What follows belongs to an exercise in optimizing a design on an open flow for small area, a short achievable clock period and few clock cycles per item; a production flow would make more cautious choices. The RTL was checked by simulation tests, not by an equivalence proof against the original design. Power is estimated from default activity; no workload was simulated.

## config.mk

```make
export PLATFORM = sky130hd
export DESIGN_NAME = idct_top
export DESIGN_NICKNAME = idct_top
export VERILOG_FILES = /design/flow/design.v
export SDC_FILE = /design/flow/constraint.sdc
export NUM_CORES = 4
export LEC_CHECK = 0
export ABC_CLOCK_PERIOD_IN_PS = 3500
export CAP_MARGIN = 20
export CORE_MARGIN = 2
export CORE_UTILIZATION = 30
export CTS_CLUSTER_DIAMETER = 100
export CTS_CLUSTER_SIZE = 30
export PLACE_DENSITY = 0.5
export SETUP_SLACK_MARGIN = 5
export SLEW_MARGIN = 20
```

## constraint.sdc

```tcl
create_clock -name core_clock -period 9.0 [get_ports {CLOCK_50_I}]
set_input_delay 1.8000 -clock core_clock [delete_from_list [all_inputs] [get_ports {CLOCK_50_I}]]
set_output_delay 1.8000 -clock core_clock [all_outputs]
set_load 0.01 [all_outputs]
```

## design.v

```verilog
package idct_pkg;
	typedef logic signed [15:0] sample_t;    
	typedef logic signed [15:0] coeff_t;     
	typedef logic signed [39:0] acc_t;
	typedef logic [7:0]         pixel_t;
	typedef logic [17:0] sram_addr_t;
	typedef logic [15:0] sram_data_t;
	typedef logic [5:0] mat_idx_t;           
	typedef logic [4:0] blk_row_t;
	typedef logic [5:0] blk_col_t;
	typedef enum logic [2:0] {
		CTRL_IDLE,
		CTRL_FETCH,
		CTRL_PASS1,
		CTRL_PASS2,
		CTRL_DRAIN,
		CTRL_DONE
	} ctrl_state_t;
	typedef enum logic [1:0] {
		IO_IDLE,
		IO_READ,
		IO_WRITE
	} io_state_t;
endpackage
`timescale 1ns/1ns
module idct_tstore #(
	parameter int L = 3                   
) (
	input  logic            CLOCK_50_I,
	input  logic [7:0]      we,           
	input  logic [7:0][3:0] wd,           
	input  logic            hi_col,       
	output logic [7:0][3:0] rd            
);
	function automatic int port_slot(input int r, input int c);
		port_slot = (58 - L + 8 * (c % 4 - r) + ((c >= 4) ? 4 : 0) + 64) % 32;
	endfunction
	logic [7:0][31:0][3:0] ring;          
	always_ff @(posedge CLOCK_50_I) begin
		for (int r = 0; r < 8; r++) begin
			for (int s = 0; s < 32; s++) begin
				ring[r][s] <= ring[r][(s + 1) % 32];
				for (int c = 0; c < 8; c++) begin
					if (we[r] && port_slot(r, c) == s) begin
						ring[r][s] <= wd[c];
					end
				end
			end
		end
	end
	always_comb begin
		for (int r = 0; r < 8; r++) begin
			rd[r] = hi_col ? ring[r][4] : ring[r][0];
		end
	end
endmodule
`timescale 1ns/1ns
module idct_ds (
	input  logic       CLOCK_50_I,
	input  logic [2:0] ph2,          
	input  logic [3:0] x0,
	input  logic [3:0] x1,
	input  logic [3:0] x2,
	input  logic [3:0] x3,
	input  logic [3:0] x4,
	input  logic [3:0] x5,
	input  logic [3:0] x6,
	input  logic [3:0] x7,
	output logic [3:0] y0,
	output logic [3:0] y1,
	output logic [3:0] y2,
	output logic [3:0] y3,
	output logic [3:0] y4,
	output logic [3:0] y5,
	output logic [3:0] y6,
	output logic [3:0] y7
);
	localparam int LAT = 3;
	logic [2:0] q0;
	assign q0 = ph2;
	logic [2:0] q1;
	logic [2:0] q2;
	logic [2:0] q3;
	logic p0_last;
	logic p1_last;
	logic p2_last;
	logic p0_ge1;
	logic p0_ge2;
	logic p0_ge3;
	logic p1_ge1;
	logic p1_ge2;
	logic p1_ge3;
	logic p2_ge1;
	logic p2_ge2;
	logic p2_ge3;
	logic [3:0] d0_r1;
	logic [3:0] d0_r2;
	logic [3:0] d0_r3;
	logic [3:0] d1_r1;
	logic [3:0] d1_r2;
	logic [3:0] d1_r3;
	logic [3:0] d2_r1;
	logic [3:0] d2_r2;
	logic [3:0] d2_r3;
	logic [3:0] d3_r1;
	logic [3:0] d3_r2;
	logic [3:0] d3_r3;
	logic [3:0] a0_r1;
	logic [3:0] a1_r1;
	logic [3:0] b0_r1;
	logic [3:0] b0_r2;
	logic [3:0] b0_r3;
	logic [3:0] b0_r4;
	logic [3:0] b1_r1;
	logic [3:0] b1_r2;
	logic [3:0] b1_r3;
	logic [3:0] b1_r4;
	logic [3:0] u0_r1;
	logic [3:0] u0_r2;
	logic [3:0] u4_r1;
	logic [3:0] u4_r2;
	logic [3:0] t0_r1;
	logic [3:0] t0_r2;
	logic [3:0] t0_r3;
	logic [3:0] t4_r1;
	logic [3:0] t4_r2;
	logic [3:0] t4_r3;
	logic [3:0] t0d_r1;
	logic [3:0] t0d_r2;
	logic [3:0] t0d_r3;
	logic [3:0] t0d_r4;
	logic [3:0] t0d_r5;
	logic [3:0] t1d_r1;
	logic [3:0] t1d_r2;
	logic [3:0] t1d_r3;
	logic [3:0] t1d_r4;
	logic [3:0] t1d_r5;
	logic [3:0] t2d_r1;
	logic [3:0] t2d_r2;
	logic [3:0] t2d_r3;
	logic [3:0] t2d_r4;
	logic [3:0] t2d_r5;
	logic [3:0] t3d_r1;
	logic [3:0] t3d_r2;
	logic [3:0] t3d_r3;
	logic [3:0] t3d_r4;
	logic [3:0] t3d_r5;
	logic [3:0] y0_1_r1;
	logic [3:0] y0_2_r1;
	logic [3:0] y4_3_r1;
	logic [3:0] y4_4_r1;
	logic [3:0] y2_7_r1;
	logic [3:0] y2_9_r1;
	logic [3:0] y2_10_r1;
	logic [3:0] y2_11_r1;
	logic [3:0] y6_13_r1;
	logic [3:0] y6_16_r1;
	logic [3:0] y6_17_r1;
	logic [3:0] y6_18_r1;
	logic [3:0] m399_0_20_r1;
	logic [3:0] m2008_0_23_r1;
	logic [3:0] m1702_0_25_r1;
	logic [3:0] m399_1_28_r1;
	logic [3:0] m2008_1_31_r1;
	logic [3:0] m1702_1_33_r1;
	logic [3:0] m399_2_36_r1;
	logic [3:0] m2008_2_39_r1;
	logic [3:0] m1702_2_41_r1;
	logic [3:0] m399_3_44_r1;
	logic [3:0] m2008_3_47_r1;
	logic [3:0] m1702_3_49_r1;
	logic [3:0] y1_51_r1;
	logic [3:0] y1_53_r1;
	logic [3:0] y3_54_r1;
	logic [3:0] y3_56_r1;
	logic [3:0] y5_57_r1;
	logic [3:0] y5_59_r1;
	logic [3:0] y7_60_r1;
	logic [3:0] y7_62_r1;
	logic [3:0] u0_r1_m1_1;
	assign u0_r1_m1_1 = u0_r1 & {4{p1_ge1}};
	logic [3:0] u4_r1_m1_1;
	assign u4_r1_m1_1 = u4_r1 & {4{p1_ge1}};
	logic [3:0] d0_r1_m0_1;
	assign d0_r1_m0_1 = d0_r1 & {4{p0_ge1}};
	logic [3:0] d1_r1_m0_1;
	assign d1_r1_m0_1 = d1_r1 & {4{p0_ge1}};
	logic [3:0] d2_r1_m0_1;
	assign d2_r1_m0_1 = d2_r1 & {4{p0_ge1}};
	logic [3:0] d3_r1_m0_1;
	assign d3_r1_m0_1 = d3_r1 & {4{p0_ge1}};
	logic [3:0] t0_r2_m1_2;
	assign t0_r2_m1_2 = t0_r2 & {4{p1_ge2}};
	logic [3:0] t0_r3_m1_3;
	assign t0_r3_m1_3 = t0_r3 & {4{p1_ge3}};
	logic [3:0] u0_r2_m1_2;
	assign u0_r2_m1_2 = u0_r2 & {4{p1_ge2}};
	logic [3:0] t0_r1_m1_1;
	assign t0_r1_m1_1 = t0_r1 & {4{p1_ge1}};
	logic [3:0] t0_r2_m2_1;
	assign t0_r2_m2_1 = t0_r2 & {4{p2_ge1}};
	logic [3:0] t4_r2_m1_2;
	assign t4_r2_m1_2 = t4_r2 & {4{p1_ge2}};
	logic [3:0] t4_r3_m1_3;
	assign t4_r3_m1_3 = t4_r3 & {4{p1_ge3}};
	logic [3:0] u4_r2_m1_2;
	assign u4_r2_m1_2 = u4_r2 & {4{p1_ge2}};
	logic [3:0] t4_r1_m1_1;
	assign t4_r1_m1_1 = t4_r1 & {4{p1_ge1}};
	logic [3:0] t4_r2_m2_1;
	assign t4_r2_m2_1 = t4_r2 & {4{p2_ge1}};
	logic [3:0] b0_r2_m0_2;
	assign b0_r2_m0_2 = b0_r2 & {4{p0_ge2}};
	logic [3:0] b0_r3_m0_3;
	assign b0_r3_m0_3 = b0_r3 & {4{p0_ge3}};
	logic [3:0] b0_r1_m0_1;
	assign b0_r1_m0_1 = b0_r1 & {4{p0_ge1}};
	logic [3:0] b0_r3_m1_2;
	assign b0_r3_m1_2 = b0_r3 & {4{p1_ge2}};
	logic [3:0] b0_r4_m1_3;
	assign b0_r4_m1_3 = b0_r4 & {4{p1_ge3}};
	logic [3:0] b0_r2_m1_1;
	assign b0_r2_m1_1 = b0_r2 & {4{p1_ge1}};
	logic [3:0] b1_r2_m0_2;
	assign b1_r2_m0_2 = b1_r2 & {4{p0_ge2}};
	logic [3:0] b1_r3_m0_3;
	assign b1_r3_m0_3 = b1_r3 & {4{p0_ge3}};
	logic [3:0] b1_r1_m0_1;
	assign b1_r1_m0_1 = b1_r1 & {4{p0_ge1}};
	logic [3:0] b1_r3_m1_2;
	assign b1_r3_m1_2 = b1_r3 & {4{p1_ge2}};
	logic [3:0] b1_r2_m1_1;
	assign b1_r2_m1_1 = b1_r2 & {4{p1_ge1}};
	logic [3:0] b1_r4_m1_3;
	assign b1_r4_m1_3 = b1_r4 & {4{p1_ge3}};
	logic [3:0] t0d_r1_m0_1;
	assign t0d_r1_m0_1 = t0d_r1 & {4{p0_ge1}};
	logic [3:0] t0d_r2_m0_2;
	assign t0d_r2_m0_2 = t0d_r2 & {4{p0_ge2}};
	logic [3:0] t0d_r2_m1_1;
	assign t0d_r2_m1_1 = t0d_r2 & {4{p1_ge1}};
	logic [3:0] t0d_r3_m1_2;
	assign t0d_r3_m1_2 = t0d_r3 & {4{p1_ge2}};
	logic [3:0] t0d_r4_m1_3;
	assign t0d_r4_m1_3 = t0d_r4 & {4{p1_ge3}};
	logic [3:0] t0d_r4_m2_2;
	assign t0d_r4_m2_2 = t0d_r4 & {4{p2_ge2}};
	logic [3:0] t0d_r5_m2_3;
	assign t0d_r5_m2_3 = t0d_r5 & {4{p2_ge3}};
	logic [3:0] d0_r2_m0_2;
	assign d0_r2_m0_2 = d0_r2 & {4{p0_ge2}};
	logic [3:0] d0_r3_m0_3;
	assign d0_r3_m0_3 = d0_r3 & {4{p0_ge3}};
	logic [3:0] t0d_r3_m0_3;
	assign t0d_r3_m0_3 = t0d_r3 & {4{p0_ge3}};
	logic [3:0] t1d_r1_m0_1;
	assign t1d_r1_m0_1 = t1d_r1 & {4{p0_ge1}};
	logic [3:0] t1d_r2_m0_2;
	assign t1d_r2_m0_2 = t1d_r2 & {4{p0_ge2}};
	logic [3:0] t1d_r2_m1_1;
	assign t1d_r2_m1_1 = t1d_r2 & {4{p1_ge1}};
	logic [3:0] t1d_r3_m1_2;
	assign t1d_r3_m1_2 = t1d_r3 & {4{p1_ge2}};
	logic [3:0] t1d_r4_m1_3;
	assign t1d_r4_m1_3 = t1d_r4 & {4{p1_ge3}};
	logic [3:0] t1d_r4_m2_2;
	assign t1d_r4_m2_2 = t1d_r4 & {4{p2_ge2}};
	logic [3:0] t1d_r5_m2_3;
	assign t1d_r5_m2_3 = t1d_r5 & {4{p2_ge3}};
	logic [3:0] d1_r2_m0_2;
	assign d1_r2_m0_2 = d1_r2 & {4{p0_ge2}};
	logic [3:0] d1_r3_m0_3;
	assign d1_r3_m0_3 = d1_r3 & {4{p0_ge3}};
	logic [3:0] t1d_r3_m0_3;
	assign t1d_r3_m0_3 = t1d_r3 & {4{p0_ge3}};
	logic [3:0] t2d_r1_m0_1;
	assign t2d_r1_m0_1 = t2d_r1 & {4{p0_ge1}};
	logic [3:0] t2d_r2_m0_2;
	assign t2d_r2_m0_2 = t2d_r2 & {4{p0_ge2}};
	logic [3:0] t2d_r2_m1_1;
	assign t2d_r2_m1_1 = t2d_r2 & {4{p1_ge1}};
	logic [3:0] t2d_r3_m1_2;
	assign t2d_r3_m1_2 = t2d_r3 & {4{p1_ge2}};
	logic [3:0] t2d_r4_m1_3;
	assign t2d_r4_m1_3 = t2d_r4 & {4{p1_ge3}};
	logic [3:0] t2d_r4_m2_2;
	assign t2d_r4_m2_2 = t2d_r4 & {4{p2_ge2}};
	logic [3:0] t2d_r5_m2_3;
	assign t2d_r5_m2_3 = t2d_r5 & {4{p2_ge3}};
	logic [3:0] d2_r2_m0_2;
	assign d2_r2_m0_2 = d2_r2 & {4{p0_ge2}};
	logic [3:0] d2_r3_m0_3;
	assign d2_r3_m0_3 = d2_r3 & {4{p0_ge3}};
	logic [3:0] t2d_r3_m0_3;
	assign t2d_r3_m0_3 = t2d_r3 & {4{p0_ge3}};
	logic [3:0] t3d_r1_m0_1;
	assign t3d_r1_m0_1 = t3d_r1 & {4{p0_ge1}};
	logic [3:0] t3d_r2_m0_2;
	assign t3d_r2_m0_2 = t3d_r2 & {4{p0_ge2}};
	logic [3:0] t3d_r2_m1_1;
	assign t3d_r2_m1_1 = t3d_r2 & {4{p1_ge1}};
	logic [3:0] t3d_r3_m1_2;
	assign t3d_r3_m1_2 = t3d_r3 & {4{p1_ge2}};
	logic [3:0] t3d_r4_m1_3;
	assign t3d_r4_m1_3 = t3d_r4 & {4{p1_ge3}};
	logic [3:0] t3d_r4_m2_2;
	assign t3d_r4_m2_2 = t3d_r4 & {4{p2_ge2}};
	logic [3:0] t3d_r5_m2_3;
	assign t3d_r5_m2_3 = t3d_r5 & {4{p2_ge3}};
	logic [3:0] d3_r2_m0_2;
	assign d3_r2_m0_2 = d3_r2 & {4{p0_ge2}};
	logic [3:0] d3_r3_m0_3;
	assign d3_r3_m0_3 = d3_r3 & {4{p0_ge3}};
	logic [3:0] t3d_r3_m0_3;
	assign t3d_r3_m0_3 = t3d_r3 & {4{p0_ge3}};
	logic [3:0] e0;
	logic e0_c, e0_co;
	idct_dsadd e0_u (.a(x0), .b(x7), .ci(e0_c), .s(e0), .co(e0_co));
	logic [3:0] e1;
	logic e1_c, e1_co;
	idct_dsadd e1_u (.a(x1), .b(x6), .ci(e1_c), .s(e1), .co(e1_co));
	logic [3:0] e2;
	logic e2_c, e2_co;
	idct_dsadd e2_u (.a(x2), .b(x5), .ci(e2_c), .s(e2), .co(e2_co));
	logic [3:0] e3;
	logic e3_c, e3_co;
	idct_dsadd e3_u (.a(x3), .b(x4), .ci(e3_c), .s(e3), .co(e3_co));
	logic [3:0] d0;
	logic d0_c, d0_co;
	idct_dsadd d0_u (.a(x0), .b(~x7), .ci(d0_c), .s(d0), .co(d0_co));
	logic [3:0] d1;
	logic d1_c, d1_co;
	idct_dsadd d1_u (.a(x1), .b(~x6), .ci(d1_c), .s(d1), .co(d1_co));
	logic [3:0] d2;
	logic d2_c, d2_co;
	idct_dsadd d2_u (.a(x2), .b(~x5), .ci(d2_c), .s(d2), .co(d2_co));
	logic [3:0] d3;
	logic d3_c, d3_co;
	idct_dsadd d3_u (.a(x3), .b(~x4), .ci(d3_c), .s(d3), .co(d3_co));
	logic [3:0] a0;
	logic a0_c, a0_co;
	idct_dsadd a0_u (.a(e0), .b(e3), .ci(a0_c), .s(a0), .co(a0_co));
	logic [3:0] a1;
	logic a1_c, a1_co;
	idct_dsadd a1_u (.a(e1), .b(e2), .ci(a1_c), .s(a1), .co(a1_co));
	logic [3:0] b0;
	logic b0_c, b0_co;
	idct_dsadd b0_u (.a(e0), .b(~e3), .ci(b0_c), .s(b0), .co(b0_co));
	logic [3:0] b1;
	logic b1_c, b1_co;
	idct_dsadd b1_u (.a(e1), .b(~e2), .ci(b1_c), .s(b1), .co(b1_co));
	logic [3:0] u0;
	logic u0_c, u0_co;
	idct_dsadd u0_u (.a(a0_r1), .b(a1_r1), .ci(u0_c), .s(u0), .co(u0_co));
	logic [3:0] u4;
	logic u4_c, u4_co;
	idct_dsadd u4_u (.a(a0_r1), .b(~a1_r1), .ci(u4_c), .s(u4), .co(u4_co));
	logic [3:0] t0;
	logic t0_c, t0_co;
	idct_dsadd t0_u (.a(u0), .b({u0[2:0], u0_r1_m1_1[3:3]}), .ci(t0_c), .s(t0), .co(t0_co));
	logic [3:0] t4;
	logic t4_c, t4_co;
	idct_dsadd t4_u (.a(u4), .b({u4[2:0], u4_r1_m1_1[3:3]}), .ci(t4_c), .s(t4), .co(t4_co));
	logic [3:0] t0d;
	logic t0d_c, t0d_co;
	idct_dsadd t0d_u (.a(d0), .b({d0[2:0], d0_r1_m0_1[3:3]}), .ci(t0d_c), .s(t0d), .co(t0d_co));
	logic [3:0] t1d;
	logic t1d_c, t1d_co;
	idct_dsadd t1d_u (.a(d1), .b({d1[2:0], d1_r1_m0_1[3:3]}), .ci(t1d_c), .s(t1d), .co(t1d_co));
	logic [3:0] t2d;
	logic t2d_c, t2d_co;
	idct_dsadd t2d_u (.a(d2), .b({d2[2:0], d2_r1_m0_1[3:3]}), .ci(t2d_c), .s(t2d), .co(t2d_co));
	logic [3:0] t3d;
	logic t3d_c, t3d_co;
	idct_dsadd t3d_u (.a(d3), .b({d3[2:0], d3_r1_m0_1[3:3]}), .ci(t3d_c), .s(t3d), .co(t3d_co));
	logic [3:0] y0_1;
	logic y0_1_c, y0_1_co;
	idct_dsadd y0_1_u (.a({t0_r2_m1_2[2:0], t0_r3_m1_3[3:3]}), .b(~{u0_r1_m1_1[1:0], u0_r2_m1_2[3:2]}), .ci(y0_1_c), .s(y0_1), .co(y0_1_co));
	logic [3:0] y0_2;
	logic y0_2_c, y0_2_co;
	idct_dsadd y0_2_u (.a(y0_1_r1), .b(~{t0_r1[0:0], t0_r2_m2_1[3:1]}), .ci(y0_2_c), .s(y0_2), .co(y0_2_co));
	logic [3:0] y4_3;
	logic y4_3_c, y4_3_co;
	idct_dsadd y4_3_u (.a({t4_r2_m1_2[2:0], t4_r3_m1_3[3:3]}), .b(~{u4_r1_m1_1[1:0], u4_r2_m1_2[3:2]}), .ci(y4_3_c), .s(y4_3), .co(y4_3_co));
	logic [3:0] y4_4;
	logic y4_4_c, y4_4_co;
	idct_dsadd y4_4_u (.a(y4_3_r1), .b(~{t4_r1[0:0], t4_r2_m2_1[3:1]}), .ci(y4_4_c), .s(y4_4), .co(y4_4_co));
	logic [3:0] y2_5;
	logic y2_5_c, y2_5_co;
	idct_dsadd y2_5_u (.a({b0_r3_m1_2[0:0], b0_r4_m1_3[3:1]}), .b({b0_r1[1:0], b0_r2_m1_1[3:2]}), .ci(y2_5_c), .s(y2_5), .co(y2_5_co));
	logic [3:0] y2_6;
	logic y2_6_c, y2_6_co;
	idct_dsadd y2_6_u (.a({b1_r2_m0_2[1:0], b1_r3_m0_3[3:2]}), .b(b1_r1_m0_1), .ci(y2_6_c), .s(y2_6), .co(y2_6_co));
	logic [3:0] y2_7;
	logic y2_7_c, y2_7_co;
	idct_dsadd y2_7_u (.a(y2_6), .b(~{b0_r1_m0_1[0:0], b0_r2_m0_2[3:1]}), .ci(y2_7_c), .s(y2_7), .co(y2_7_co));
	logic [3:0] y2_8;
	logic y2_8_c, y2_8_co;
	idct_dsadd y2_8_u (.a(y2_7_r1), .b(~{b0_r2_m1_1[2:0], b0_r3_m1_2[3:3]}), .ci(y2_8_c), .s(y2_8), .co(y2_8_co));
	logic [3:0] y2_9;
	logic y2_9_c, y2_9_co;
	idct_dsadd y2_9_u (.a(b1_r3_m1_2), .b(b1_r1), .ci(y2_9_c), .s(y2_9), .co(y2_9_co));
	logic [3:0] y2_10;
	logic y2_10_c, y2_10_co;
	idct_dsadd y2_10_u (.a(y2_5), .b(y2_8), .ci(y2_10_c), .s(y2_10), .co(y2_10_co));
	logic [3:0] y2_11;
	logic y2_11_c, y2_11_co;
	idct_dsadd y2_11_u (.a(y2_10_r1), .b(~y2_9_r1), .ci(y2_11_c), .s(y2_11), .co(y2_11_co));
	logic [3:0] y6_12;
	logic y6_12_c, y6_12_co;
	idct_dsadd y6_12_u (.a({b0_r2_m0_2[1:0], b0_r3_m0_3[3:2]}), .b(b0_r1_m0_1), .ci(y6_12_c), .s(y6_12), .co(y6_12_co));
	logic [3:0] y6_13;
	logic y6_13_c, y6_13_co;
	idct_dsadd y6_13_u (.a(y6_12), .b({b1_r1_m0_1[0:0], b1_r2_m0_2[3:1]}), .ci(y6_13_c), .s(y6_13), .co(y6_13_co));
	logic [3:0] y6_14;
	logic y6_14_c, y6_14_co;
	idct_dsadd y6_14_u (.a({b1_r2_m1_1[2:0], b1_r3_m1_2[3:3]}), .b(y6_13_r1), .ci(y6_14_c), .s(y6_14), .co(y6_14_co));
	logic [3:0] y6_15;
	logic y6_15_c, y6_15_co;
	idct_dsadd y6_15_u (.a(b0_r3_m1_2), .b(b0_r1), .ci(y6_15_c), .s(y6_15), .co(y6_15_co));
	logic [3:0] y6_16;
	logic y6_16_c, y6_16_co;
	idct_dsadd y6_16_u (.a({b1_r3_m1_2[0:0], b1_r4_m1_3[3:1]}), .b({b1_r1[1:0], b1_r2_m1_1[3:2]}), .ci(y6_16_c), .s(y6_16), .co(y6_16_co));
	logic [3:0] y6_17;
	logic y6_17_c, y6_17_co;
	idct_dsadd y6_17_u (.a(y6_14), .b(~y6_15), .ci(y6_17_c), .s(y6_17), .co(y6_17_co));
	logic [3:0] y6_18;
	logic y6_18_c, y6_18_co;
	idct_dsadd y6_18_u (.a(y6_17_r1), .b(~y6_16_r1), .ci(y6_18_c), .s(y6_18), .co(y6_18_co));
	logic [3:0] m399_0_19;
	logic m399_0_19_c, m399_0_19_co;
	idct_dsadd m399_0_19_u (.a({t0d_r2_m1_1[0:0], t0d_r3_m1_2[3:1]}), .b({t0d_r1[1:0], t0d_r2_m1_1[3:2]}), .ci(m399_0_19_c), .s(m399_0_19), .co(m399_0_19_co));
	logic [3:0] m399_0_20;
	logic m399_0_20_c, m399_0_20_co;
	idct_dsadd m399_0_20_u (.a(t0d_r1), .b(m399_0_19), .ci(m399_0_20_c), .s(m399_0_20), .co(m399_0_20_co));
	logic [3:0] m1137_0_21;
	logic m1137_0_21_c, m1137_0_21_co;
	idct_dsadd m1137_0_21_u (.a({t0d_r4_m2_2[2:0], t0d_r5_m2_3[3:3]}), .b(~m399_0_20_r1), .ci(m1137_0_21_c), .s(m1137_0_21), .co(m1137_0_21_co));
	logic [3:0] m2008_0_22;
	logic m2008_0_22_c, m2008_0_22_co;
	idct_dsadd m2008_0_22_u (.a({d0_r2_m0_2[0:0], d0_r3_m0_3[3:1]}), .b(~{d0_r1_m0_1[2:0], d0_r2_m0_2[3:3]}), .ci(m2008_0_22_c), .s(m2008_0_22), .co(m2008_0_22_co));
	logic [3:0] m2008_0_23;
	logic m2008_0_23_c, m2008_0_23_co;
	idct_dsadd m2008_0_23_u (.a(m2008_0_22), .b(~{d0[0:0], d0_r1_m0_1[3:1]}), .ci(m2008_0_23_c), .s(m2008_0_23), .co(m2008_0_23_co));
	logic [3:0] m1702_0_24;
	logic m1702_0_24_c, m1702_0_24_co;
	idct_dsadd m1702_0_24_u (.a({d0_r1_m0_1[1:0], d0_r2_m0_2[3:2]}), .b({t0d_r2_m0_2[2:0], t0d_r3_m0_3[3:3]}), .ci(m1702_0_24_c), .s(m1702_0_24), .co(m1702_0_24_co));
	logic [3:0] m1702_0_25;
	logic m1702_0_25_c, m1702_0_25_co;
	idct_dsadd m1702_0_25_u (.a(m1702_0_24), .b({t0d_r1_m0_1[2:0], t0d_r2_m0_2[3:3]}), .ci(m1702_0_25_c), .s(m1702_0_25), .co(m1702_0_25_co));
	logic [3:0] m1702_0_26;
	logic m1702_0_26_c, m1702_0_26_co;
	idct_dsadd m1702_0_26_u (.a({t0d_r1[2:0], t0d_r2_m1_1[3:3]}), .b(m1702_0_25_r1), .ci(m1702_0_26_c), .s(m1702_0_26), .co(m1702_0_26_co));
	logic [3:0] m399_1_27;
	logic m399_1_27_c, m399_1_27_co;
	idct_dsadd m399_1_27_u (.a({t1d_r2_m1_1[0:0], t1d_r3_m1_2[3:1]}), .b({t1d_r1[1:0], t1d_r2_m1_1[3:2]}), .ci(m399_1_27_c), .s(m399_1_27), .co(m399_1_27_co));
	logic [3:0] m399_1_28;
	logic m399_1_28_c, m399_1_28_co;
	idct_dsadd m399_1_28_u (.a(t1d_r1), .b(m399_1_27), .ci(m399_1_28_c), .s(m399_1_28), .co(m399_1_28_co));
	logic [3:0] m1137_1_29;
	logic m1137_1_29_c, m1137_1_29_co;
	idct_dsadd m1137_1_29_u (.a({t1d_r4_m2_2[2:0], t1d_r5_m2_3[3:3]}), .b(~m399_1_28_r1), .ci(m1137_1_29_c), .s(m1137_1_29), .co(m1137_1_29_co));
	logic [3:0] m2008_1_30;
	logic m2008_1_30_c, m2008_1_30_co;
	idct_dsadd m2008_1_30_u (.a({d1_r2_m0_2[0:0], d1_r3_m0_3[3:1]}), .b(~{d1_r1_m0_1[2:0], d1_r2_m0_2[3:3]}), .ci(m2008_1_30_c), .s(m2008_1_30), .co(m2008_1_30_co));
	logic [3:0] m2008_1_31;
	logic m2008_1_31_c, m2008_1_31_co;
	idct_dsadd m2008_1_31_u (.a(m2008_1_30), .b(~{d1[0:0], d1_r1_m0_1[3:1]}), .ci(m2008_1_31_c), .s(m2008_1_31), .co(m2008_1_31_co));
	logic [3:0] m1702_1_32;
	logic m1702_1_32_c, m1702_1_32_co;
	idct_dsadd m1702_1_32_u (.a({d1_r1_m0_1[1:0], d1_r2_m0_2[3:2]}), .b({t1d_r2_m0_2[2:0], t1d_r3_m0_3[3:3]}), .ci(m1702_1_32_c), .s(m1702_1_32), .co(m1702_1_32_co));
	logic [3:0] m1702_1_33;
	logic m1702_1_33_c, m1702_1_33_co;
	idct_dsadd m1702_1_33_u (.a(m1702_1_32), .b({t1d_r1_m0_1[2:0], t1d_r2_m0_2[3:3]}), .ci(m1702_1_33_c), .s(m1702_1_33), .co(m1702_1_33_co));
	logic [3:0] m1702_1_34;
	logic m1702_1_34_c, m1702_1_34_co;
	idct_dsadd m1702_1_34_u (.a({t1d_r1[2:0], t1d_r2_m1_1[3:3]}), .b(m1702_1_33_r1), .ci(m1702_1_34_c), .s(m1702_1_34), .co(m1702_1_34_co));
	logic [3:0] m399_2_35;
	logic m399_2_35_c, m399_2_35_co;
	idct_dsadd m399_2_35_u (.a({t2d_r2_m1_1[0:0], t2d_r3_m1_2[3:1]}), .b({t2d_r1[1:0], t2d_r2_m1_1[3:2]}), .ci(m399_2_35_c), .s(m399_2_35), .co(m399_2_35_co));
	logic [3:0] m399_2_36;
	logic m399_2_36_c, m399_2_36_co;
	idct_dsadd m399_2_36_u (.a(t2d_r1), .b(m399_2_35), .ci(m399_2_36_c), .s(m399_2_36), .co(m399_2_36_co));
	logic [3:0] m1137_2_37;
	logic m1137_2_37_c, m1137_2_37_co;
	idct_dsadd m1137_2_37_u (.a({t2d_r4_m2_2[2:0], t2d_r5_m2_3[3:3]}), .b(~m399_2_36_r1), .ci(m1137_2_37_c), .s(m1137_2_37), .co(m1137_2_37_co));
	logic [3:0] m2008_2_38;
	logic m2008_2_38_c, m2008_2_38_co;
	idct_dsadd m2008_2_38_u (.a({d2_r2_m0_2[0:0], d2_r3_m0_3[3:1]}), .b(~{d2_r1_m0_1[2:0], d2_r2_m0_2[3:3]}), .ci(m2008_2_38_c), .s(m2008_2_38), .co(m2008_2_38_co));
	logic [3:0] m2008_2_39;
	logic m2008_2_39_c, m2008_2_39_co;
	idct_dsadd m2008_2_39_u (.a(m2008_2_38), .b(~{d2[0:0], d2_r1_m0_1[3:1]}), .ci(m2008_2_39_c), .s(m2008_2_39), .co(m2008_2_39_co));
	logic [3:0] m1702_2_40;
	logic m1702_2_40_c, m1702_2_40_co;
	idct_dsadd m1702_2_40_u (.a({d2_r1_m0_1[1:0], d2_r2_m0_2[3:2]}), .b({t2d_r2_m0_2[2:0], t2d_r3_m0_3[3:3]}), .ci(m1702_2_40_c), .s(m1702_2_40), .co(m1702_2_40_co));
	logic [3:0] m1702_2_41;
	logic m1702_2_41_c, m1702_2_41_co;
	idct_dsadd m1702_2_41_u (.a(m1702_2_40), .b({t2d_r1_m0_1[2:0], t2d_r2_m0_2[3:3]}), .ci(m1702_2_41_c), .s(m1702_2_41), .co(m1702_2_41_co));
	logic [3:0] m1702_2_42;
	logic m1702_2_42_c, m1702_2_42_co;
	idct_dsadd m1702_2_42_u (.a({t2d_r1[2:0], t2d_r2_m1_1[3:3]}), .b(m1702_2_41_r1), .ci(m1702_2_42_c), .s(m1702_2_42), .co(m1702_2_42_co));
	logic [3:0] m399_3_43;
	logic m399_3_43_c, m399_3_43_co;
	idct_dsadd m399_3_43_u (.a({t3d_r2_m1_1[0:0], t3d_r3_m1_2[3:1]}), .b({t3d_r1[1:0], t3d_r2_m1_1[3:2]}), .ci(m399_3_43_c), .s(m399_3_43), .co(m399_3_43_co));
	logic [3:0] m399_3_44;
	logic m399_3_44_c, m399_3_44_co;
	idct_dsadd m399_3_44_u (.a(t3d_r1), .b(m399_3_43), .ci(m399_3_44_c), .s(m399_3_44), .co(m399_3_44_co));
	logic [3:0] m1137_3_45;
	logic m1137_3_45_c, m1137_3_45_co;
	idct_dsadd m1137_3_45_u (.a({t3d_r4_m2_2[2:0], t3d_r5_m2_3[3:3]}), .b(~m399_3_44_r1), .ci(m1137_3_45_c), .s(m1137_3_45), .co(m1137_3_45_co));
	logic [3:0] m2008_3_46;
	logic m2008_3_46_c, m2008_3_46_co;
	idct_dsadd m2008_3_46_u (.a({d3_r2_m0_2[0:0], d3_r3_m0_3[3:1]}), .b(~{d3_r1_m0_1[2:0], d3_r2_m0_2[3:3]}), .ci(m2008_3_46_c), .s(m2008_3_46), .co(m2008_3_46_co));
	logic [3:0] m2008_3_47;
	logic m2008_3_47_c, m2008_3_47_co;
	idct_dsadd m2008_3_47_u (.a(m2008_3_46), .b(~{d3[0:0], d3_r1_m0_1[3:1]}), .ci(m2008_3_47_c), .s(m2008_3_47), .co(m2008_3_47_co));
	logic [3:0] m1702_3_48;
	logic m1702_3_48_c, m1702_3_48_co;
	idct_dsadd m1702_3_48_u (.a({d3_r1_m0_1[1:0], d3_r2_m0_2[3:2]}), .b({t3d_r2_m0_2[2:0], t3d_r3_m0_3[3:3]}), .ci(m1702_3_48_c), .s(m1702_3_48), .co(m1702_3_48_co));
	logic [3:0] m1702_3_49;
	logic m1702_3_49_c, m1702_3_49_co;
	idct_dsadd m1702_3_49_u (.a(m1702_3_48), .b({t3d_r1_m0_1[2:0], t3d_r2_m0_2[3:3]}), .ci(m1702_3_49_c), .s(m1702_3_49), .co(m1702_3_49_co));
	logic [3:0] m1702_3_50;
	logic m1702_3_50_c, m1702_3_50_co;
	idct_dsadd m1702_3_50_u (.a({t3d_r1[2:0], t3d_r2_m1_1[3:3]}), .b(m1702_3_49_r1), .ci(m1702_3_50_c), .s(m1702_3_50), .co(m1702_3_50_co));
	logic [3:0] y1_51;
	logic y1_51_c, y1_51_co;
	idct_dsadd y1_51_u (.a(m2008_0_23_r1), .b(m1702_1_34), .ci(y1_51_c), .s(y1_51), .co(y1_51_co));
	logic [3:0] y1_52;
	logic y1_52_c, y1_52_co;
	idct_dsadd y1_52_u (.a(m399_3_44_r1), .b(y1_51_r1), .ci(y1_52_c), .s(y1_52), .co(y1_52_co));
	logic [3:0] y1_53;
	logic y1_53_c, y1_53_co;
	idct_dsadd y1_53_u (.a(m1137_2_37), .b(y1_52), .ci(y1_53_c), .s(y1_53), .co(y1_53_co));
	logic [3:0] y3_54;
	logic y3_54_c, y3_54_co;
	idct_dsadd y3_54_u (.a(m1702_0_26), .b(~m2008_2_39_r1), .ci(y3_54_c), .s(y3_54), .co(y3_54_co));
	logic [3:0] y3_55;
	logic y3_55_c, y3_55_co;
	idct_dsadd y3_55_u (.a(y3_54_r1), .b(~m399_1_28_r1), .ci(y3_55_c), .s(y3_55), .co(y3_55_co));
	logic [3:0] y3_56;
	logic y3_56_c, y3_56_co;
	idct_dsadd y3_56_u (.a(y3_55), .b(~m1137_3_45), .ci(y3_56_c), .s(y3_56), .co(y3_56_co));
	logic [3:0] y5_57;
	logic y5_57_c, y5_57_co;
	idct_dsadd y5_57_u (.a(m1702_3_50), .b(~m2008_1_31_r1), .ci(y5_57_c), .s(y5_57), .co(y5_57_co));
	logic [3:0] y5_58;
	logic y5_58_c, y5_58_co;
	idct_dsadd y5_58_u (.a(m399_2_36_r1), .b(y5_57_r1), .ci(y5_58_c), .s(y5_58), .co(y5_58_co));
	logic [3:0] y5_59;
	logic y5_59_c, y5_59_co;
	idct_dsadd y5_59_u (.a(m1137_0_21), .b(y5_58), .ci(y5_59_c), .s(y5_59), .co(y5_59_co));
	logic [3:0] y7_60;
	logic y7_60_c, y7_60_co;
	idct_dsadd y7_60_u (.a(m1702_2_42), .b(~m2008_3_47_r1), .ci(y7_60_c), .s(y7_60), .co(y7_60_co));
	logic [3:0] y7_61;
	logic y7_61_c, y7_61_co;
	idct_dsadd y7_61_u (.a(m399_0_20_r1), .b(y7_60_r1), .ci(y7_61_c), .s(y7_61), .co(y7_61_co));
	logic [3:0] y7_62;
	logic y7_62_c, y7_62_co;
	idct_dsadd y7_62_u (.a(y7_61), .b(~m1137_1_29), .ci(y7_62_c), .s(y7_62), .co(y7_62_co));
	assign y0 = y0_2_r1;
	assign y1 = y1_53_r1;
	assign y2 = y2_11_r1;
	assign y3 = y3_56_r1;
	assign y4 = y4_4_r1;
	assign y5 = y5_59_r1;
	assign y6 = y6_18_r1;
	assign y7 = y7_62_r1;
	always_ff @(posedge CLOCK_50_I) begin
		q1 <= q0;
		q2 <= q1;
		q3 <= q2;
		p0_last <= (q0 == 3'd0);
		p1_last <= (q1 == 3'd0);
		p2_last <= (q2 == 3'd0);
		p0_ge1 <= (q1 >= 3'd1);
		p0_ge2 <= (q1 >= 3'd2);
		p0_ge3 <= (q1 >= 3'd3);
		p1_ge1 <= (q2 >= 3'd1);
		p1_ge2 <= (q2 >= 3'd2);
		p1_ge3 <= (q2 >= 3'd3);
		p2_ge1 <= (q3 >= 3'd1);
		p2_ge2 <= (q3 >= 3'd2);
		p2_ge3 <= (q3 >= 3'd3);
		e0_c <= p0_last ? 1'b0 : e0_co;
		e1_c <= p0_last ? 1'b0 : e1_co;
		e2_c <= p0_last ? 1'b0 : e2_co;
		e3_c <= p0_last ? 1'b0 : e3_co;
		d0_c <= p0_last ? 1'b1 : d0_co;
		d1_c <= p0_last ? 1'b1 : d1_co;
		d2_c <= p0_last ? 1'b1 : d2_co;
		d3_c <= p0_last ? 1'b1 : d3_co;
		a0_c <= p0_last ? 1'b0 : a0_co;
		a1_c <= p0_last ? 1'b0 : a1_co;
		b0_c <= p0_last ? 1'b1 : b0_co;
		b1_c <= p0_last ? 1'b1 : b1_co;
		u0_c <= p1_last ? 1'b0 : u0_co;
		u4_c <= p1_last ? 1'b1 : u4_co;
		t0_c <= p1_last ? 1'b0 : t0_co;
		t4_c <= p1_last ? 1'b0 : t4_co;
		t0d_c <= p0_last ? 1'b0 : t0d_co;
		t1d_c <= p0_last ? 1'b0 : t1d_co;
		t2d_c <= p0_last ? 1'b0 : t2d_co;
		t3d_c <= p0_last ? 1'b0 : t3d_co;
		y0_1_c <= p1_last ? 1'b1 : y0_1_co;
		y0_2_c <= p2_last ? 1'b1 : y0_2_co;
		y4_3_c <= p1_last ? 1'b1 : y4_3_co;
		y4_4_c <= p2_last ? 1'b1 : y4_4_co;
		y2_5_c <= p1_last ? 1'b0 : y2_5_co;
		y2_6_c <= p0_last ? 1'b0 : y2_6_co;
		y2_7_c <= p0_last ? 1'b1 : y2_7_co;
		y2_8_c <= p1_last ? 1'b1 : y2_8_co;
		y2_9_c <= p1_last ? 1'b0 : y2_9_co;
		y2_10_c <= p1_last ? 1'b0 : y2_10_co;
		y2_11_c <= p2_last ? 1'b1 : y2_11_co;
		y6_12_c <= p0_last ? 1'b0 : y6_12_co;
		y6_13_c <= p0_last ? 1'b0 : y6_13_co;
		y6_14_c <= p1_last ? 1'b0 : y6_14_co;
		y6_15_c <= p1_last ? 1'b0 : y6_15_co;
		y6_16_c <= p1_last ? 1'b0 : y6_16_co;
		y6_17_c <= p1_last ? 1'b1 : y6_17_co;
		y6_18_c <= p2_last ? 1'b1 : y6_18_co;
		m399_0_19_c <= p1_last ? 1'b0 : m399_0_19_co;
		m399_0_20_c <= p1_last ? 1'b0 : m399_0_20_co;
		m1137_0_21_c <= p2_last ? 1'b1 : m1137_0_21_co;
		m2008_0_22_c <= p0_last ? 1'b1 : m2008_0_22_co;
		m2008_0_23_c <= p0_last ? 1'b1 : m2008_0_23_co;
		m1702_0_24_c <= p0_last ? 1'b0 : m1702_0_24_co;
		m1702_0_25_c <= p0_last ? 1'b0 : m1702_0_25_co;
		m1702_0_26_c <= p1_last ? 1'b0 : m1702_0_26_co;
		m399_1_27_c <= p1_last ? 1'b0 : m399_1_27_co;
		m399_1_28_c <= p1_last ? 1'b0 : m399_1_28_co;
		m1137_1_29_c <= p2_last ? 1'b1 : m1137_1_29_co;
		m2008_1_30_c <= p0_last ? 1'b1 : m2008_1_30_co;
		m2008_1_31_c <= p0_last ? 1'b1 : m2008_1_31_co;
		m1702_1_32_c <= p0_last ? 1'b0 : m1702_1_32_co;
		m1702_1_33_c <= p0_last ? 1'b0 : m1702_1_33_co;
		m1702_1_34_c <= p1_last ? 1'b0 : m1702_1_34_co;
		m399_2_35_c <= p1_last ? 1'b0 : m399_2_35_co;
		m399_2_36_c <= p1_last ? 1'b0 : m399_2_36_co;
		m1137_2_37_c <= p2_last ? 1'b1 : m1137_2_37_co;
		m2008_2_38_c <= p0_last ? 1'b1 : m2008_2_38_co;
		m2008_2_39_c <= p0_last ? 1'b1 : m2008_2_39_co;
		m1702_2_40_c <= p0_last ? 1'b0 : m1702_2_40_co;
		m1702_2_41_c <= p0_last ? 1'b0 : m1702_2_41_co;
		m1702_2_42_c <= p1_last ? 1'b0 : m1702_2_42_co;
		m399_3_43_c <= p1_last ? 1'b0 : m399_3_43_co;
		m399_3_44_c <= p1_last ? 1'b0 : m399_3_44_co;
		m1137_3_45_c <= p2_last ? 1'b1 : m1137_3_45_co;
		m2008_3_46_c <= p0_last ? 1'b1 : m2008_3_46_co;
		m2008_3_47_c <= p0_last ? 1'b1 : m2008_3_47_co;
		m1702_3_48_c <= p0_last ? 1'b0 : m1702_3_48_co;
		m1702_3_49_c <= p0_last ? 1'b0 : m1702_3_49_co;
		m1702_3_50_c <= p1_last ? 1'b0 : m1702_3_50_co;
		y1_51_c <= p1_last ? 1'b0 : y1_51_co;
		y1_52_c <= p2_last ? 1'b0 : y1_52_co;
		y1_53_c <= p2_last ? 1'b0 : y1_53_co;
		y3_54_c <= p1_last ? 1'b1 : y3_54_co;
		y3_55_c <= p2_last ? 1'b1 : y3_55_co;
		y3_56_c <= p2_last ? 1'b1 : y3_56_co;
		y5_57_c <= p1_last ? 1'b1 : y5_57_co;
		y5_58_c <= p2_last ? 1'b0 : y5_58_co;
		y5_59_c <= p2_last ? 1'b0 : y5_59_co;
		y7_60_c <= p1_last ? 1'b1 : y7_60_co;
		y7_61_c <= p2_last ? 1'b0 : y7_61_co;
		y7_62_c <= p2_last ? 1'b1 : y7_62_co;
		d0_r1 <= d0;
		d0_r2 <= d0_r1;
		d0_r3 <= d0_r2;
		d1_r1 <= d1;
		d1_r2 <= d1_r1;
		d1_r3 <= d1_r2;
		d2_r1 <= d2;
		d2_r2 <= d2_r1;
		d2_r3 <= d2_r2;
		d3_r1 <= d3;
		d3_r2 <= d3_r1;
		d3_r3 <= d3_r2;
		a0_r1 <= a0;
		a1_r1 <= a1;
		b0_r1 <= b0;
		b0_r2 <= b0_r1;
		b0_r3 <= b0_r2;
		b0_r4 <= b0_r3;
		b1_r1 <= b1;
		b1_r2 <= b1_r1;
		b1_r3 <= b1_r2;
		b1_r4 <= b1_r3;
		u0_r1 <= u0;
		u0_r2 <= u0_r1;
		u4_r1 <= u4;
		u4_r2 <= u4_r1;
		t0_r1 <= t0;
		t0_r2 <= t0_r1;
		t0_r3 <= t0_r2;
		t4_r1 <= t4;
		t4_r2 <= t4_r1;
		t4_r3 <= t4_r2;
		t0d_r1 <= t0d;
		t0d_r2 <= t0d_r1;
		t0d_r3 <= t0d_r2;
		t0d_r4 <= t0d_r3;
		t0d_r5 <= t0d_r4;
		t1d_r1 <= t1d;
		t1d_r2 <= t1d_r1;
		t1d_r3 <= t1d_r2;
		t1d_r4 <= t1d_r3;
		t1d_r5 <= t1d_r4;
		t2d_r1 <= t2d;
		t2d_r2 <= t2d_r1;
		t2d_r3 <= t2d_r2;
		t2d_r4 <= t2d_r3;
		t2d_r5 <= t2d_r4;
		t3d_r1 <= t3d;
		t3d_r2 <= t3d_r1;
		t3d_r3 <= t3d_r2;
		t3d_r4 <= t3d_r3;
		t3d_r5 <= t3d_r4;
		y0_1_r1 <= y0_1;
		y0_2_r1 <= y0_2;
		y4_3_r1 <= y4_3;
		y4_4_r1 <= y4_4;
		y2_7_r1 <= y2_7;
		y2_9_r1 <= y2_9;
		y2_10_r1 <= y2_10;
		y2_11_r1 <= y2_11;
		y6_13_r1 <= y6_13;
		y6_16_r1 <= y6_16;
		y6_17_r1 <= y6_17;
		y6_18_r1 <= y6_18;
		m399_0_20_r1 <= m399_0_20;
		m2008_0_23_r1 <= m2008_0_23;
		m1702_0_25_r1 <= m1702_0_25;
		m399_1_28_r1 <= m399_1_28;
		m2008_1_31_r1 <= m2008_1_31;
		m1702_1_33_r1 <= m1702_1_33;
		m399_2_36_r1 <= m399_2_36;
		m2008_2_39_r1 <= m2008_2_39;
		m1702_2_41_r1 <= m1702_2_41;
		m399_3_44_r1 <= m399_3_44;
		m2008_3_47_r1 <= m2008_3_47;
		m1702_3_49_r1 <= m1702_3_49;
		y1_51_r1 <= y1_51;
		y1_53_r1 <= y1_53;
		y3_54_r1 <= y3_54;
		y3_56_r1 <= y3_56;
		y5_57_r1 <= y5_57;
		y5_59_r1 <= y5_59;
		y7_60_r1 <= y7_60;
		y7_62_r1 <= y7_62;
	end
endmodule
module idct_dsadd (
	input  logic [3:0] a,
	input  logic [3:0] b,
	input  logic       ci,
	output logic [3:0] s,
	output logic       co
);
	logic [4:0] c;
	assign c[0] = ci;
	for (genvar i = 0; i < 4; i++) begin : g_fa
		assign s[i]   = a[i] ^ b[i] ^ c[i];
		assign c[i+1] = (a[i] & b[i]) | (a[i] & c[i]) | (b[i] & c[i]);
	end
	assign co = c[4];
endmodule
`timescale 1ns/1ns
module idct_top (
	input  logic                 CLOCK_50_I,
	input  logic                 resetn,
	input  logic                 start,
	input  idct_pkg::blk_row_t   block_row,
	input  idct_pkg::blk_col_t   block_col,
	output logic                 busy,
	output logic                 done,
	input  idct_pkg::sram_data_t sram_read_data,
	output idct_pkg::sram_data_t sram_write_data,
	output idct_pkg::sram_addr_t sram_address,
	output logic                 sram_we_n
);
	localparam int L       = 3;               
	localparam int DONE_TC = 146 + L;
	localparam int WR0     = 89 + L;          
	localparam int PIX0    = 81 + L;          
	logic [7:0] tc;
	logic [7:0] tcp;                          
	logic [7:0] ac;                           
	logic [7:0] wc;                           
	logic [7:0] t2;                           
	logic       accept;
	logic       run;                          
	logic       idle_i;                       
	logic       busy_n;
	logic       we_q;                         
	assign accept    = start && idle_i;
	assign run       = !idle_i && !accept;
	assign busy_n    = accept || (!idle_i && tc != 8'(DONE_TC - 1));
	assign sram_we_n = !we_q;
	always_ff @(posedge CLOCK_50_I or negedge resetn) begin
		if (!resetn) begin
			busy   <= 1'b0;
			idle_i <= 1'b1;
			done   <= 1'b0;
			tc     <= '0;
			tcp    <= 8'd1;
			ac     <= '0;
			wc     <= '0;
			t2     <= 8'd2;
		end else begin
			busy   <= busy_n;
			idle_i <= !busy_n;
			done   <= !accept && !idle_i && tc == 8'(DONE_TC - 1);
			if (accept) begin
				tc  <= 8'd1;
				tcp <= 8'd2;
				ac  <= 8'd1;
				wc  <= 8'(1 - 88 - L);
				t2  <= 8'd3;
			end else if (!idle_i) begin
				tc  <= tc + 8'd1;
				tcp <= tcp + 8'd1;
				ac  <= ac + 8'd1;
				wc  <= wc + 8'd1;
				t2  <= t2 + 8'd1;
			end
		end
	end
	logic [4:0]  rq;
	logic [5:0]  kq;
	logic [13:0] mpos;                        
	logic        rd_a, wr_a;                  
	logic [2:0]  k_a;                         
	logic        rd_first;                    
	logic        rd_second;                   
	logic [13:0] mpos_in;                     
	logic        rd1;
	logic [2:0]  c1;
	logic [15:0] hi;
	logic        wr_load;                     
	logic [2:0]  wr_i;
	logic [1:0]  wr_w;
	assign mpos    = {1'b0, rq, 8'd0} + {3'b0, rq, kq};
	assign mpos_in = {1'b0, block_row, 8'd0} + {3'b0, block_row, block_col};
	assign rd_a = (ac < 8'd64);
	assign wr_a = (wc < 8'd64) && !wc[3];
	assign k_a  = rd_a ? ac[5:3] : wc[2:0];
	always_ff @(posedge CLOCK_50_I or negedge resetn) begin
		if (!resetn) begin
			wr_load  <= 1'b0;
			we_q     <= 1'b0;
			rd_first  <= 1'b0;
			rd_second <= 1'b0;
		end else begin
			wr_load  <= run && wr_a;
			we_q     <= wr_load && !idle_i;
			rd_first  <= accept;
			rd_second <= rd_first;
		end
	end
	always_ff @(posedge CLOCK_50_I) begin
		rq   <= block_row;
		kq   <= block_col;
		rd1  <= rd_a;
		c1   <= ac[2:0];
		wr_i <= wc[2:0];
		wr_w <= wc[5:4];
		hi   <= {2'b0, mpos} + {10'd0, k_a, 3'd0} + {8'd0, k_a, 5'd0} + (rd_a ? 16'd9600 : 16'd0);
		if (rd_first) begin
			sram_address <= {15'(mpos_in) + 15'd9600, 3'd0};
		end else if (rd_second) begin
			sram_address <= {15'(mpos) + 15'd9600, 3'd1};
		end else if (rd1) begin
			sram_address <= {hi[14:0], c1};
		end else begin
			sram_address <= {hi, wr_w};
		end
	end
	logic [10:0][15:0] sr;                    
	logic [2:0]  ph2;                         
	logic [2:0]  dk;                          
	logic        pass2_ld;
	logic [7:0][3:0] sdig;
	logic [7:0][3:0] tdig;
	logic [7:0][3:0] tring;
	logic [7:0][3:0] xr;
	logic [7:0]  gz;
	logic [2:0]  rd_col;
	logic        byp;                         
	logic [7:0][3:0] y;                       
	assign sr[0] = sram_read_data;
	assign ph2   = (t2 < 8'd74) ? 3'(t2 + 8'd4) : 3'(t2 + 8'd6);
	assign gz    = t2 - 8'd74;
	always_ff @(posedge CLOCK_50_I) begin
		dk       <= ph2;
		pass2_ld <= (t2 >= 8'd74);
		rd_col   <= gz[5:3];
		byp      <= (t2 >= 8'd74) && (t2 <= 8'd77);
	end
	always_comb begin
		tdig    = tring;
		if (byp) begin
			tdig[7] = y[0];
		end
	end
	always_comb begin
		for (int n = 0; n < 8; n++) begin
			case (dk[1:0])
				2'd0:    sdig[n] = sr[7 - n][3:0];
				2'd1:    sdig[n] = sr[8 - n][7:4];
				2'd2:    sdig[n] = sr[9 - n][11:8];
				default: sdig[n] = sr[10 - n][15:12];
			endcase
		end
	end
	always_ff @(posedge CLOCK_50_I) begin
		sr[1] <= sram_read_data;
		for (int p = 2; p < 11; p++) begin
			sr[p] <= sr[p - 1];
		end
		for (int n = 0; n < 8; n++) begin
			if (dk[2]) begin
				xr[n] <= {4{xr[n][3]}};       
			end else if (pass2_ld) begin
				xr[n] <= tdig[n];
			end else begin
				xr[n] <= sdig[n];
			end
		end
	end
	idct_ds u_ds (
		.CLOCK_50_I(CLOCK_50_I), .ph2(ph2),
		.x0(xr[0]), .x1(xr[1]), .x2(xr[2]), .x3(xr[3]),
		.x4(xr[4]), .x5(xr[5]), .x6(xr[6]), .x7(xr[7]),
		.y0(y[0]), .y1(y[1]), .y2(y[2]), .y3(y[3]),
		.y4(y[4]), .y5(y[5]), .y6(y[6]), .y7(y[7])
	);
	logic [7:0] tz;                           
	logic [7:0] t_we;
	assign tz = tcp - 8'(14 + L);
	always_ff @(posedge CLOCK_50_I) begin
		for (int r = 0; r < 8; r++) begin
			t_we[r] <= run && (tcp >= 8'(14 + L)) && (tz < 8'd64) && (tz[5:3] == 3'(r)) && !tz[2];
		end
	end
	idct_tstore #(.L(L)) u_t (
		.CLOCK_50_I(CLOCK_50_I), .we(t_we), .wd(y), .hi_col(rd_col[2]), .rd(tring)
	);
	logic [7:0][3:0] yd1, yd2, yd3;
	logic [7:0][7:0] pix;
	logic [7:0][7:0] pa, pb;
	logic [7:0] pz;
	logic       pa_en, pb_en;
	assign pz = tcp - 8'(PIX0);
	always_ff @(posedge CLOCK_50_I) begin
		pa_en <= (tcp >= 8'(PIX0)) && (pz < 8'd64) && (pz[3:0] == 4'd0);
		pb_en <= (tcp >= 8'(PIX0)) && (pz < 8'd64) && (pz[3:0] == 4'd8);
	end
	always_comb begin
		for (int i = 0; i < 8; i++) begin
			if (y[i][3]) begin
				pix[i] = 8'd0;
			end else if ((|y[i][2:0]) || (|yd1[i])) begin
				pix[i] = 8'd255;
			end else begin
				pix[i] = {yd2[i], yd3[i]};
			end
		end
	end
	always_ff @(posedge CLOCK_50_I) begin
		for (int i = 0; i < 8; i++) begin
			yd1[i] <= y[i];
			yd2[i] <= yd1[i];
			yd3[i] <= yd2[i];
			pa[i] <= pa_en ? pix[i] : pa[(i + 1) % 8];
			pb[i] <= pb_en ? pix[i] : pb[(i + 1) % 8];
		end
		if (wr_load) begin
			sram_write_data <= {pa[1], (wr_i == 3'd0) ? pix[0] : pb[1]};
		end
	end
endmodule
```

## flow/run.sh

```bash
#!/bin/bash
set -euo pipefail
bash standard.sh SETUP_SLACK_MARGIN=6.6 finish > flow_make.log 2>&1
```

## standard.sh

```bash
#!/bin/bash
# synth_recipe.tcl (not shown) runs the flow's synth.tcl, then flattens the netlist and writes it again
# the make line also repeats each setting of config.mk as NAME=value (left out here)
make -C /OpenROAD-flow-scripts/flow DESIGN_CONFIG=/design/flow/config.mk WORK_HOME=/design/flow/orfs CLKGATE_MAP_FILE= SYNTH_SCRIPT=/design/flow/synth_recipe.tcl "${@:-finish}"
```

==> results of run 1 <==
final cells by class:
cell class / instances / area, sq um / share of cell area
antenna: 10 / 25.02 / 0.0003698
clock buffer: 91 / 2022 / 0.02988
clock inverter: 14 / 195.2 / 0.002884
inverter: 516 / 1969 / 0.02910
multi-input combinational: 1661 / 18370 / 0.2715
sequential: 1957 / 39770 / 0.5876
tap: 2640 / 3303 / 0.04881
timing repair buffer: 207 / 2019 / 0.02984
registers in the layout (all words and copies together), names as in the netlist, 5 cells and up:
name,count
xr,32
yd1,32
sram_address,18
rq,5
sram_write_data,16
tcp,8
t_we,8
wc,8
pa,64
tc,8
yd2,32
u_t.ring,1024
yd3,32
sr,136
hi,16
kq,6
ac,8
pb,64
t2,8
repair_timing:
item,CTS,global route
setup endpoints to repair,185,175
buffers inserted,78,16
cloned,4,0
hold buffers,0,0
resized for setup,412,87
pin swaps,148,83
power groups by stage:
stage	combinational [mW]	clock (mW)	sequential [mW]
final	3.88	4.30	9.98
after CTS	4.01	4.47	10.0
after detailed placement	3.85	0	10.2
after global placement	3.79	0	10.2
after global routing	4.44	4.77	10.1
after floorplan	1.97	0	10.0
worst paths after layout:
check,end,cells after the start,start,slack (ns)
max in group asynchronous,wr_load,2,resetn,7.44
worst max register to register,u_ds.m2008_2_39_c,11,u_ds.p0_ge2,6.07
worst min-delay path,u_t.ring[497],0,u_t.ring[501],0.31
worst max-delay path,sram_we_n,2,we_q,5.92
min in group asynchronous,tcp[4],1,resetn,1.02
worst min register to register,u_t.ring[497],0,u_t.ring[501],0.31
per-stage QoR:
| stage | instance area, sq um | hold WS [ns] | power, mW | util | instances |
|---|---|---|---|---|---|
| 3_3_place_gp | 63840 | 0.3098 | 14.01 | 0.3244 | 6881 |
| 4_1_cts | 67310 | 0.3049 | 18.48 | 0.3420 | 7070 |
| 3_5_place_dp | 63870 | 0.3121 | 14.05 | 0.3245 | 6883 |
| 2_1_floorplan | 60220 | 0.3096 | 12.00 | - | 4265 |
| 5_1_grt | 67650 | 0.3082 | 19.28 | 0.3437 | 7088 |
| 6_report | 67670 | 0.3128 | 18.16 | 0.3439 | 7096 |
kinds of logic (layout without fill, tap and decap cells):
group,count (synthesis),in the layout,share of synthesized area
flip-flops,1957,1957,0.6688
buffers and inverters,647,828,0.04119
AND/OR/NAND/NOR,517,517,0.04558
multiplexers,485,485,0.09709
adder cells (fa/ha/maj),359,359,0.1159
AO/OA/AOI/OAI,244,244,0.02309
XOR/XNOR,56,56,0.008272
other,0,10,0
routing by layer:
layer	routed length, um	vias to the layer above	track usage
met5	0	-	0
met4	2262	0	0.03067
met3	4043	114	0.01572
met2	54580	279	0.1909
met1	59680	13779	0.1710
li1	-	13617	-
synth_stat cells (4+ instances only):
master	number	area, sq um
nor3b_1	4	30.03
buf_2	10	50.05
xnor2_1	33	289.0
edfxtp_1	24	720.7
nand2b_1	24	150.1
and2_1	82	513.0
nor2_1	65	244.0
a21o_1	6	45.04
nor4_4	8	170.2
o31ai_1	6	45.04
clkbuf_1	90	337.8
and3_1	8	50.05
mux4_2	32	720.7
dfxtp_1	1886	37760
dfrtp_1	44	1101
or2_2	19	118.9
ha_1	39	488.0
or4_1	8	60.06
fa_1	318	6366
buf_1	30	112.6
nor3_1	6	30.03
a21oi_1	98	490.5
o21a_1	4	30.03
mux2i_1	52	520.5
or3_1	4	25.02
xor2_1	23	201.4
mux2_2	401	4516
nor2b_1	50	312.8
nand3_1	31	155.2
inv_1	516	1937
o211ai_1	10	75.07
nand2_1	195	732.0
o21ai_0	93	465.5
==> key figures, run 1 <==
Run status
  – Outcome: complete, no violations

Pwr
  – Flop pwr share: 0.550
  – Switching share of power: 0.3042
  – Worst VDD drop: 0.0002296 V
  – Logic pwr share: 0.214
  – Power Dens Cells: 268.4 mW/mm^2
  – Clock power frac: 0.237
  – Static Leakage: 28.34 nW
  – Psw: 5.524 mW
  – Pint: 12.64 mW

Synthesis
  – Register area share after synthesis: 0.6688
  – Synthesized area per cell: 13.90 sq um
  – Gate Count Post-Synth: 4,265
  – FF+latch count, synth: 1,957
  – Library cells used by synthesis: 63
  – Ys Warns: 3
  – Most common flop cell mapped by yosys: dfxtp_1
  – Post-Syn Nets: 4,652
  – Post-synth ARST share: 0.02402
  – EDFF count, synth: 24
  – Synth Cell Area: 0.05929 sq mm

Place
  – Gpl congestion: 0.7453
  – IO Port Bufs: 66
  – Setup WS pre-CTS: 4.737 ns
  – Final HPWL DP: 79.97 mm

Global routing
  – Pin count of the biggest net entering global routing: 65
  – Initial antenna violation count: 15
  – Total global-route track usage: 0.1198
  – Grt ovf: 0
  – Number of global-route vias before repair: 29,335
  – Wire length of the first global-routing pass: 183.6 mm

Detailed routing
  – DR vias: 27,789
  – Drt first pass iters: 5
  – First DRT Iteration DRCs: 1,492
  – Post-route DRC: 0
  – WL/cell: 16.99 um
  – Routed Antenna Nets: 0
  – Routed vias/inst: 3.916
  – Drt total wl: 120.6 mm

Finish
  – Layout net count: 4,807
  – Layout cell share with drive strength beyond 1: 0.2834
  – Synth-to-Final Area Change: 14.13%
  – Commonest non-fill, non-tap cell in the layout: dfxtp_1
  – Most frequent cells in the layout: dfxtp_1 (1,823), mux2_2 (396), inv_1 (390)
  – FILL cells: 19,170

Floorplanning
  – Die width: 448.6 um
  – Initial Util: 0.3013
  – Rows: 163
  – # IOs: 67
  – Die Height: 448.6 um
  – Core area: 0.1968 sq mm
  – DIE AREA: 0.2012 sq mm

Clock tree
  – Root buf cell: clkbuf_16
  – Num CTS Buffers: 77
  – Htree depth: 3
  – Max Root-Sink Buffers: 3
  – Clock Sinks: 1,957
  – CTS clk-pin slew, worst paths: 0.11 ns
  – Clk latency of the worst-skew pair: 0.73 ns
  – CTS tree: done

Worst setup path
  – Crit-path leading delay family: flip-flops
  – Slowest CP cell: dfrtp_1
  – Critical path fanouts, max: 1
  – Worst path cell trace: inv_2 -> buf_6
  – Crit end category: output pin
  – Crit path buffers/inverters: 2
  – CP Data Required Time: 7.20 ns
  – WS Path Type: register to output pin
  – Worst EP arrival: 1.28 ns
  – Element type at the critical path start: register
  – Slowest cell delay on critical path: 0.39 ns

Timing
  – Slew headroom: 0.2546
  – Fmax: 0.3247 GHz
  – Endpoints failing setup: 0
  – Final worst slack: 5.920 ns
  – Final hold violations: 0
  – Clock skew: 0.04850 ns
  – RSZ-0062 raised after global routing: yes
  – Setup TNS: 0 ns
  – Tmin final: 3.080 ns
  – Final worst path period share: 0.3422
  – Slew Limit Fails: 0
  – Worst slew pin tran: 1.118 ns

Flow run
  – # Max-Cap Violations: 0

Hold path
  – Hold crit path type: register to register
Testbench counts, summed over its fixed seeds: cycles 19,072, blocks 128.
==> run 2: changes to the inputs <==
==> flow/run.sh (replaced) <==
#!/bin/bash
set -euo pipefail
bash standard.sh SETUP_SLACK_MARGIN=6.2 finish > flow_make.log 2>&1
==> run 2 against run 1 <==
Still clean on timing, DRC and antenna. Non-clock buffer count fell by 25. Synthesized area did not move. Routed wire length fell by 0.79%. Sequential power barely moved. Clock power barely moved. Maximum frequency fell by 1.8%. Sequential cell count did not move. Final cell count fell by 0.45%. Count of clock-buffer cells in the layout did not move. Sequential share of layout area rose by 0.39 points. Via count rose by 0.29%. Clock skew rose by 0.015 ns.
==> key figures, run 2 <==
Pwr
  – Power Dens Cells: 265.3 mW/mm^2
  – Worst VDD drop: 0.0002046 V
  – Static Leakage: 28.27 nW

Synthesis
  – Gate Count Post-Synth: 4,265
  – Synthesized area per cell: 13.90 sq um
  – Synth top area cells: dfxtp_1 (64%), fa_1 (11%), mux2_2 (7.6%)
  – Share of the synthesized area in the top cell type: 0.6368
  – FF+latch count, synth: 1,957
  – Most frequent cells after synthesis: dfxtp_1 (1,886), inv_1 (516), mux2_2 (401)
  – Post-synth ARST share: 0.02402
  – Most common flop cell mapped by yosys: dfxtp_1
  – Register area share after synthesis: 0.6688
  – Post-Syn Nets: 4,652
  – Ys Warns: 3
  – Library cells used by synthesis: 63
  – Most frequent cell after synthesis: dfxtp_1
  – EDFF count, synth: 24
  – Synth Cell Area: 0.05929 sq mm
  – Largest area contributor in the netlist: dfxtp_1

Place
  – Dpl cells: 6,883
  – Placed instance area: 0.06340 sq mm
  – IO Port Bufs: 66
  – Setup WS pre-CTS: 4.764 ns
  – Gpl congestion: 0.7556
  – Final HPWL DP: 79.83 mm

Finish
  – Commonest non-fill, non-tap cell in the layout: dfxtp_1
  – Layout net count: 4,782
  – Post-route insts no fill: 7,064
  – Final core occ: 0.3415
  – Layout cell share with drive strength beyond 1: 0.2438
  – Top reg by flops: u_t.ring
  – Most frequent cells in the layout: dfxtp_1 (1,834), inv_1 (455), mux2_2 (398)
  – Regs by FF count: u_t.ring: 1024 flops, sr: 136 flops
  – Synth-to-Final Area Change: 13.35%
  – Design area: 0.06720 sq mm
  – Max reg flops: 1,024

Global routing
  – Total global-route track usage: 0.1188
  – Pin count of the biggest net entering global routing: 65
  – Wire length of the first global-routing pass: 182.1 mm
  – Initial antenna violation count: 10
  – Number of global-route vias before repair: 29,165
  – Grt ovf: 0

Timing
  – Final worst slack: 5.865 ns
  – Slew headroom: 0.2813
  – Clock skew: 0.06322 ns
  – Final worst path period share: 0.3483
  – Endpoints failing setup: 0
  – Tmin final: 3.135 ns
  – Final hold violations: 0
  – Setup TNS: 0 ns
  – Slew Limit Fails: 0
  – RSZ-0062 raised after global routing: yes
  – Fmax: 0.3190 GHz
  – Worst slew pin tran: 1.078 ns

Clock tree
  – Num CTS Buffers: 77
  – Clk latency of the worst-skew pair: 0.72 ns
  – Clock Sinks: 1,957
  – Htree depth: 3
  – CTS tree: done
  – CTS clk-pin slew, worst paths: 0.11 ns
  – Max Root-Sink Buffers: 3
  – Root buf cell: clkbuf_16

Detailed routing
  – WL/cell: 16.93 um
  – Drt first pass iters: 5
  – Routed vias/inst: 3.945
  – First DRT Iteration DRCs: 1,219
  – Routed Antenna Nets: 0
  – Post-route DRC: 0
  – DR vias: 27,869
  – Drt total wl: 119.6 mm

Floorplanning
  – Initial Util: 0.3013
  – Die width: 448.6 um
  – # IOs: 67
  – Die Height: 448.6 um
  – DIE AREA: 0.2012 sq mm
  – Core area: 0.1968 sq mm
  – Rows: 163

Worst setup path
  – Crit-path leading delay family: flip-flops
  – Critical path fanouts, max: 1
  – Worst path cell trace: buf_6
  – Slowest cell delay on critical path: 0.46 ns
  – CP Data Required Time: 7.20 ns
  – Slowest CP cell: edfxtp_1
  – Worst EP arrival: 1.33 ns
  – Element type at the critical path start: register
  – WS Path Type: register to output pin
  – Crit end category: output pin
  – Crit path buffers/inverters: 1

Flow run
  – # Max-Cap Violations: 0

Run status
  – Outcome: complete, no violations

Hold path
  – Hold crit path type: register to register
run 2: cell count changes in the layout (fill, tap and decap cells not counted), sizes merged, moves of 2 or more:
cell | before | now
diode | 10 | 6
clkinv | 6 | 4
buf | 182 | 154
clkdlybuf4s50 | 21 | 23
run 2: power by group:
part	total [mW]	leakage [nW]	internal (mW)	switching, mW
clock network	4.31	1.09	1.69	2.62
registers	9.99	16.2	9.47	0.513
logic	3.54	10.9	1.36	2.18
run 2: per-layer routing:
metal	track usage	up-vias	wire, um
li1	-	13559	-
met2	0.1931	237	55700
met5	0	-	0
met4	0.02924	0	2126
met3	0.01369	108	3026
met1	0.1682	13965	58760
run 2: stage by stage:
stage	hold WS (ns)	power, mW
CTS	0.3145	18.18
global placement	0.3096	13.73
floorplan	0.3096	11.86
global route	0.3255	18.94
finish	0.3207	17.83
detailed placement	0.3121	13.79
run 2: kinds of logic (layout without fill, tap and decap cells):
kind of cell | after synthesis | count (layout) | share of synthesized area
other cells | 0 | 6 | 0
fa+ha+maj | 359 | 359 | 0.1159
xor+xnor | 56 | 56 | 0.008272
simple gates | 517 | 517 | 0.04558
flops | 1957 | 1957 | 0.6688
buf+inv | 647 | 800 | 0.04119
compound gates | 244 | 244 | 0.02309
mux | 485 | 485 | 0.09709
run 2: what timing repair did:
action,in CTS,in global routing
resized for setup,390,150
buffers inserted,51,16
hold buffers,0,0
cloned,5,1
pin swaps,94,94
setup endpoints to repair,125,101
hold endpoints to repair,0,0
run 2: final timing paths:
kind / slack [ns] / from / endpoint / depth (start not counted)
max: 5.87 / sram_write_data[1] / sram_write_data[1] / 1
min: 0.32 / u_t.ring[687] / u_t.ring[683] / 0
max reg2reg: 6.03 / u_ds.p0_ge2 / u_ds.m2008_0_23_c / 11
min reg2reg: 0.32 / u_t.ring[687] / u_t.ring[683] / 0
max in group asynchronous: 7.40 / resetn / ac[3] / 2
min in group asynchronous: 1.15 / resetn / done / 2
run 2: cell type report:
cell class | instances | area [sq um]
Tap cell | 2640 | 3303
Sequential cell | 1957 | 39750
Clock buffer | 91 | 2032
Timing Repair Buffer | 182 | 1800
Antenna cell | 6 | 15.01
Inverter | 516 | 1962
Multi-Input combinational cell | 1661 | 18130
Clock inverter | 11 | 205.2
Fill cell | 19164 | 129600
run 2: worst register-to-register path: cells and delay by family (launching register included):
kind          cells  cell delay [ns]
buf+inv           4             0.39
simple gates      2             0.27
flops             1             0.38
fa+ha+maj         5             1.82

Re-timed with assumed drivers on the ports (clkbuf_16 on the clock, buf_2 on other inputs), run 2 has 5.791 ns of setup slack against 5.865 ns with ideal ports, and 5.370 ns once port delays also move by the mid clock arrival of 0.768 ns.
